Background: an optimization exercise with open tools, aiming at small area, a short achievable clock period and few clock cycles. Do not read the settings as production practice. At most, simulation tests tie the RTL to the original design; equivalence was not proved.

Design axis_cmult, start of the top module:
module axis_cmult
#(
  parameter int IN_WIDTH  = 16,
  parameter int OUT_WIDTH = 16,
  parameter int SHIFT     = 15,
  parameter int ROUND     = 1
) (
  input  logic                     aclk,
  input  logic                     areset,
  input  logic [2*IN_WIDTH-1:0]    s_axis_a_tdata,
  input  logic                     s_axis_a_tvalid,
  output logic                     s_axis_a_tready,
  input  logic                     s_axis_a_tlast,
  input  logic [2*IN_WIDTH-1:0]    s_axis_b_tdata,
  input  logic                     s_axis_b_tvalid,
  output logic                     s_axis_b_tready,
  input  logic                     conj_b,
  output logic [2*OUT_WIDTH-1:0]   m_axis_tdata,
  output logic                     m_axis_tvalid,
  input  logic                     m_axis_tready,
  output logic                     m_axis_tlast,
  output logic                     ovf_sticky,
  input  logic                     ovf_clr
);
  logic v1, v2, v3, go, take;
  assign go   = !v3 || m_axis_tready;
  assign take = s_axis_a_tvalid && s_axis_b_tvalid && go;
  assign s_axis_a_tready = !areset && s_axis_b_tvalid && go;
  assign s_axis_b_tready = !areset && s_axis_a_tvalid && go;
  always_ff @(posedge aclk or posedge areset) begin
    if (areset) begin
      v1 <= 1'b0;
      v2 <= 1'b0;
      v3 <= 1'b0;
    end else if (go) begin
      v1 <= take;
  ...
For scale: roughly 2600 cells after synthesis, roughly 220 flip-flops, roughly 0.029 mm^2 of cells after synthesis.
clock: 8.5 ns
lec_check: 0
cap_margin: 20
core_margin: 2
core_utilization: 40
setup_slack_margin: 4.0
slew_margin: 20
synth_hierarchical: 1
run.sh (not shown) runs the stock make flow with config.mk's settings and CLKGATE_MAP_FILE= SYNTH_SCRIPT=/design/flow/synth_recipe.tcl, a recipe that flattens the netlist after the stock synthesis.
The first run finished clean.
Then changed:
==> flow/flow/run.sh (new file) <==
#!/bin/bash
# Own layout flow: the standard ORFS flow (standard.sh, standard synthesis unchanged)
# with extra ORFS make variables appended to its make command line.
set -euo pipefail
EXTRA=$(cat flow/extra_vars.txt)
sed "s|\"\${@:-finish}\"|$EXTRA \"\${@:-finish}\"|" standard.sh > my_standard.sh
bash my_standard.sh > flow_make.log 2>&1
==> flow/flow/extra_vars.txt (new file) <==
BUFFER_PORTS_ARGS="-buffer_cell sky130_fd_sc_hd__buf_1"
==> flow/standard.sh (new file) <==
#!/bin/bash
# synth_recipe.tcl (not shown) runs the flow's synth.tcl, then flattens the netlist and writes it again
# the make line also repeats each setting of config.mk as NAME=value (left out here)
make -C /OpenROAD-flow-scripts/flow DESIGN_CONFIG=/design/flow/config.mk WORK_HOME=/design/flow/orfs CLKGATE_MAP_FILE= SYNTH_SCRIPT=/design/flow/synth_recipe.tcl "${@:-finish}"
removed: flow/run.sh
=> The changed run finished with timing, DRC and antenna clean; register-to-register slack hardly moves; global-route usage increases by 0.73 points; final cell count barely changes.
No functional check of the RTL was part of any run of this note.

* * *

## v43
Another version of the RTL of axis_cmult (not shown whole).
Size: about 2600 cells after synthesis, about 110 I/O pins, roughly 30000 um^2 of cells after synthesis.
clock: 8.5 ns
lec_check: 0
cap_margin: 20
core_margin: 2
core_utilization: 40
setup_slack_margin: 4.15
slew_margin: 20
synth_hierarchical: 1
standard.sh (not shown) runs the stock make flow with config.mk's settings and CLKGATE_MAP_FILE= SYNTH_SCRIPT=/design/flow/synth_recipe.tcl, a recipe that flattens the netlist after the stock synthesis.
==> flow/flow/run.sh <==
#!/bin/bash
# Own layout flow: the standard ORFS flow (standard.sh, standard synthesis unchanged)
# with extra ORFS make variables appended to its make command line.
set -euo pipefail
EXTRA=$(cat flow/extra_vars.txt)
sed "s|\"\${@:-finish}\"|$EXTRA \"\${@:-finish}\"|" standard.sh > my_standard.sh
bash my_standard.sh > flow_make.log 2>&1
==> flow/flow/extra_vars.txt <==
BUFFER_PORTS_ARGS="-buffer_cell sky130_fd_sc_hd__buf_1"
Testbench counts of v43, summed over its fixed seeds: cycles 24,024.
What v50 does differently from v43 at the input level:
Settings: SETUP_SLACK_MARGIN now 4.45, was 4.15.
==> flow/flow/extra_vars.txt <==
BUFFER_PORTS_ARGS="-buffer_cell sky130_fd_sc_hd__buf_1" MATCH_CELL_FOOTPRINT=0
Notes after the runs:
- v43 → v50: maximum root-to-sink buffer count closely matched the old numbers, final worst-path setup slack +0.14 ns.
- Per the comparison of v50 with v43, signal arrival time at the worst endpoint saw a decrease; maximum achievable frequency saw an increase; via count saw an increase; count of clock-buffer cells in the layout saw an increase.
- v43 → v50: number of gates resized after cts up 199, final cell count without fillers up about 3%, clock-cell share of area flat, routed wire length up about 13%.
- v50 completed end to end with timing, DRC and antenna clean.
Modified inputs, v46 compared to v50
Settings: a change of SETUP_SLACK_MARGIN from 4.45 to 4.25; an added PLACE_DENSITY of 0.7.
==> flow/flow/extra_vars.txt <==
BUFFER_PORTS_ARGS="-buffer_cell sky130_fd_sc_hd__buf_1"
==> comparison <==
- Taking v50 as the reference, in v46 final design instance area without fill fell about 7%; area added between synthesis and finish fell 7.8 points; number of iterations in the first detailed-routing pass rose 2; total length of routed met3 wires fell 3800 um.
- Register-to-register slack: v46 < v50
- v46: setup slack after layout is 0.073 ns lower than what v50 reported.
--- input diff v46..v28 ---
Settings: PLACE_DENSITY no longer set, was 0.7.
==> flow/flow/extra_vars.txt <==
BUFFER_PORTS_ARGS="-buffer_cell sky130_fd_sc_hd__buf_1" MATCH_CELL_FOOTPRINT=0
- Every stage of the flow completed for v28, and the final layout passed the timing, design-rule and antenna checks.
- First-pass iteration count of the detailed router, v28 and v46: smaller value in v28
- The met2 usage in global routing in v28 sits 3.4 points above the value recorded for v46.
- Compared with v46, in v28 non-clock buffer count rose by about 0.47%; total placed instance area stayed essentially flat.
- Across both runs, total of clock buffers placed in the layout was lower for v28 than for v46.

* * *

alpha:
axis_cmult with an RTL version that a note above also has.
Size: ~2600 cells after synthesis, ~220 flip-flops.
// axis_cmult
module axis_cmult
#(
  parameter int IN_WIDTH  = 16,
  parameter int OUT_WIDTH = 16,
  parameter int SHIFT     = 15,
  parameter int ROUND     = 1
) (
  input  logic                     aclk,
  input  logic                     areset,
  input  logic [2*IN_WIDTH-1:0]    s_axis_a_tdata,
  input  logic                     s_axis_a_tvalid,
  output logic                     s_axis_a_tready,
  input  logic                     s_axis_a_tlast,
  input  logic [2*IN_WIDTH-1:0]    s_axis_b_tdata,
  input  logic                     s_axis_b_tvalid,
  output logic                     s_axis_b_tready,
  input  logic                     conj_b,
  output logic [2*OUT_WIDTH-1:0]   m_axis_tdata,
  output logic                     m_axis_tvalid,
  input  logic                     m_axis_tready,
  output logic                     m_axis_tlast,
  output logic                     ovf_sticky,
  input  logic                     ovf_clr
);
  logic v1, v2, v3, go, take;
  assign go   = !v3 || m_axis_tready;
  assign take = s_axis_a_tvalid && s_axis_b_tvalid && go;
  assign s_axis_a_tready = !areset && s_axis_b_tvalid && go;
  assign s_axis_b_tready = !areset && s_axis_a_tvalid && go;
  always_ff @(posedge aclk or posedge areset) begin
    if (areset) begin
      v1 <= 1'b0;
      v2 <= 1'b0;
      v3 <= 1'b0;
    end else if (go) begin
      v1 <= take;
      v2 <= v1;
      v3 <= v2;
    end
  end
  logic [16:0] brx, bix;
  assign brx = {s_axis_b_tdata[15:0], 1'b0};
  assign bix = {s_axis_b_tdata[31:16], 1'b0};
  logic [15:0] ar, ai;
  logic [7:0] br_one, br_two, br_neg, bi_one, bi_two, bi_nre, bi_nim;
  logic l1, l2, l3;
  always_ff @(posedge aclk) begin
    if (go) begin
      ar <= s_axis_a_tdata[15:0];
  ...
==> flow/config.mk <==
export PLATFORM = sky130hd
export DESIGN_NAME = axis_cmult
export DESIGN_NICKNAME = axis_cmult
export VERILOG_FILES = /design/flow/design.v
export SDC_FILE = /design/flow/constraint.sdc
export NUM_CORES = 4
export LEC_CHECK = 0
export CAP_MARGIN = 20
export CORE_MARGIN = 2
export CORE_UTILIZATION = 40
export SETUP_SLACK_MARGIN = 4.5
export SLEW_MARGIN = 20
export SYNTH_HIERARCHICAL = 1
==> flow/constraint.sdc <==
create_clock -name core_clock -period 8.5 [get_ports {aclk}]
set_input_delay 1.7000 -clock core_clock [delete_from_list [all_inputs] [get_ports {aclk}]]
set_output_delay 1.7000 -clock core_clock [all_outputs]
set_load 0.01 [all_outputs]
run.sh (not shown) runs the stock make flow with config.mk's settings and CLKGATE_MAP_FILE= SYNTH_SCRIPT=/design/flow/synth_recipe.tcl, a recipe that flattens the netlist after the stock synthesis.
Stock flow here: none of the scripts above is used.
alpha: PASS, flow complete, no timing, DRC or antenna violations
For beta, these inputs were changed with respect to alpha:
==> flow/flow/run.sh (new file) <==
#!/bin/bash
# Own layout flow: the standard ORFS flow (standard.sh, standard synthesis unchanged)
# with extra ORFS make variables appended to its make command line.
set -euo pipefail
EXTRA=$(cat flow/extra_vars.txt)
sed "s|\"\${@:-finish}\"|$EXTRA \"\${@:-finish}\"|" standard.sh > my_standard.sh
bash my_standard.sh > flow_make.log 2>&1
==> flow/flow/extra_vars.txt (new file) <==
BUFFER_PORTS_ARGS="-buffer_cell sky130_fd_sc_hd__buf_1"
==> flow/standard.sh (new file) <==
#!/bin/bash
# synth_recipe.tcl (not shown) runs the flow's synth.tcl, then flattens the netlist and writes it again
# the make line also repeats each setting of config.mk as NAME=value (left out here)
make -C /OpenROAD-flow-scripts/flow DESIGN_CONFIG=/design/flow/config.mk WORK_HOME=/design/flow/orfs CLKGATE_MAP_FILE= SYNTH_SCRIPT=/design/flow/synth_recipe.tcl "${@:-finish}"
removed: flow/run.sh
Notes after the runs:
Every stage of the flow completed for beta, and the final layout passed the timing, design-rule and antenna checks. Delta (beta minus alpha): routed wire length down about 5%, worst setup slack up 0.13 ns.
Edits applied to the flow inputs when going from beta to gamma:
Settings: SETUP_SLACK_MARGIN now 4.25, was 4.5.
Findings:
Lower total global-route track usage was reported by gamma, not beta. On cell area after placement, gamma tracks beta almost exactly. beta has higher met2 usage in global routing than gamma. Worst setup slack ends up lower on gamma. [compare] base=beta new=gamma: I/O pin count neither gained nor lost much, design area lost 0.0022 mm^2.
No functional check of the RTL was part of any run of this note.

## afterwards: timing with drivers on the ports
In the flow no input, the clock included, has a driving cell. The finished layouts below were timed again as built, in two steps.
Step 1: set_driving_cell puts a clkbuf_16 on aclk and a buf_2 on each other input, an assumption about the parent block.
Step 2, shift: input delay + t, output delay - t, t = (earliest + latest rising clock arrival at the registers) / 2. This alone moves slack from input paths to output paths.
Three values: ideal ports, drivers, drivers and shift; two values: the first two.
| run | shift t [ns] | setup WS [ns] | worst setup path after step 2 | clock arrival spread, ns | slew at the worst register clock pin (ns) |
|---|---|---|---|---|---|
| the first run of note 1 | 0.654 | 4.055 / 4.055 / 4.055 | register to register | 0.022 / 0.022 | 0.07 / 0.07 |
| the second run of note 1 | 0.635 | 4.041 / 4.041 / 4.041 | register to register | 0.059 / 0.059 | 0.07 / 0.07 |
| v43 | 0.652 | 4.213 / 4.213 / 4.213 | register to register | 0.018 / 0.018 | 0.07 / 0.07 |
| v50 | 0.674 | 4.352 / 4.352 / 4.352 | register to register | 0.035 / 0.034 | 0.07 / 0.07 |
| v46 | 0.665 | 4.279 / 4.279 / 4.279 | register to register | 0.040 / 0.040 | 0.07 / 0.07 |
| v28 | 0.661 | 4.312 / 4.312 / 4.312 | register to register | 0.035 / 0.035 | 0.07 / 0.07 |
| alpha | 0.647 | 4.234 / 4.234 / 4.234 | register to register | 0.070 / 0.070 | 0.07 / 0.07 |
| beta | 0.657 | 4.361 / 4.361 / 4.361 | register to register | 0.021 / 0.021 | 0.07 / 0.07 |
| gamma | 0.649 | 4.307 / 4.307 / 4.307 | register to register | 0.038 / 0.038 | 0.07 / 0.07 |
After both steps every run listed still meets setup and hold.
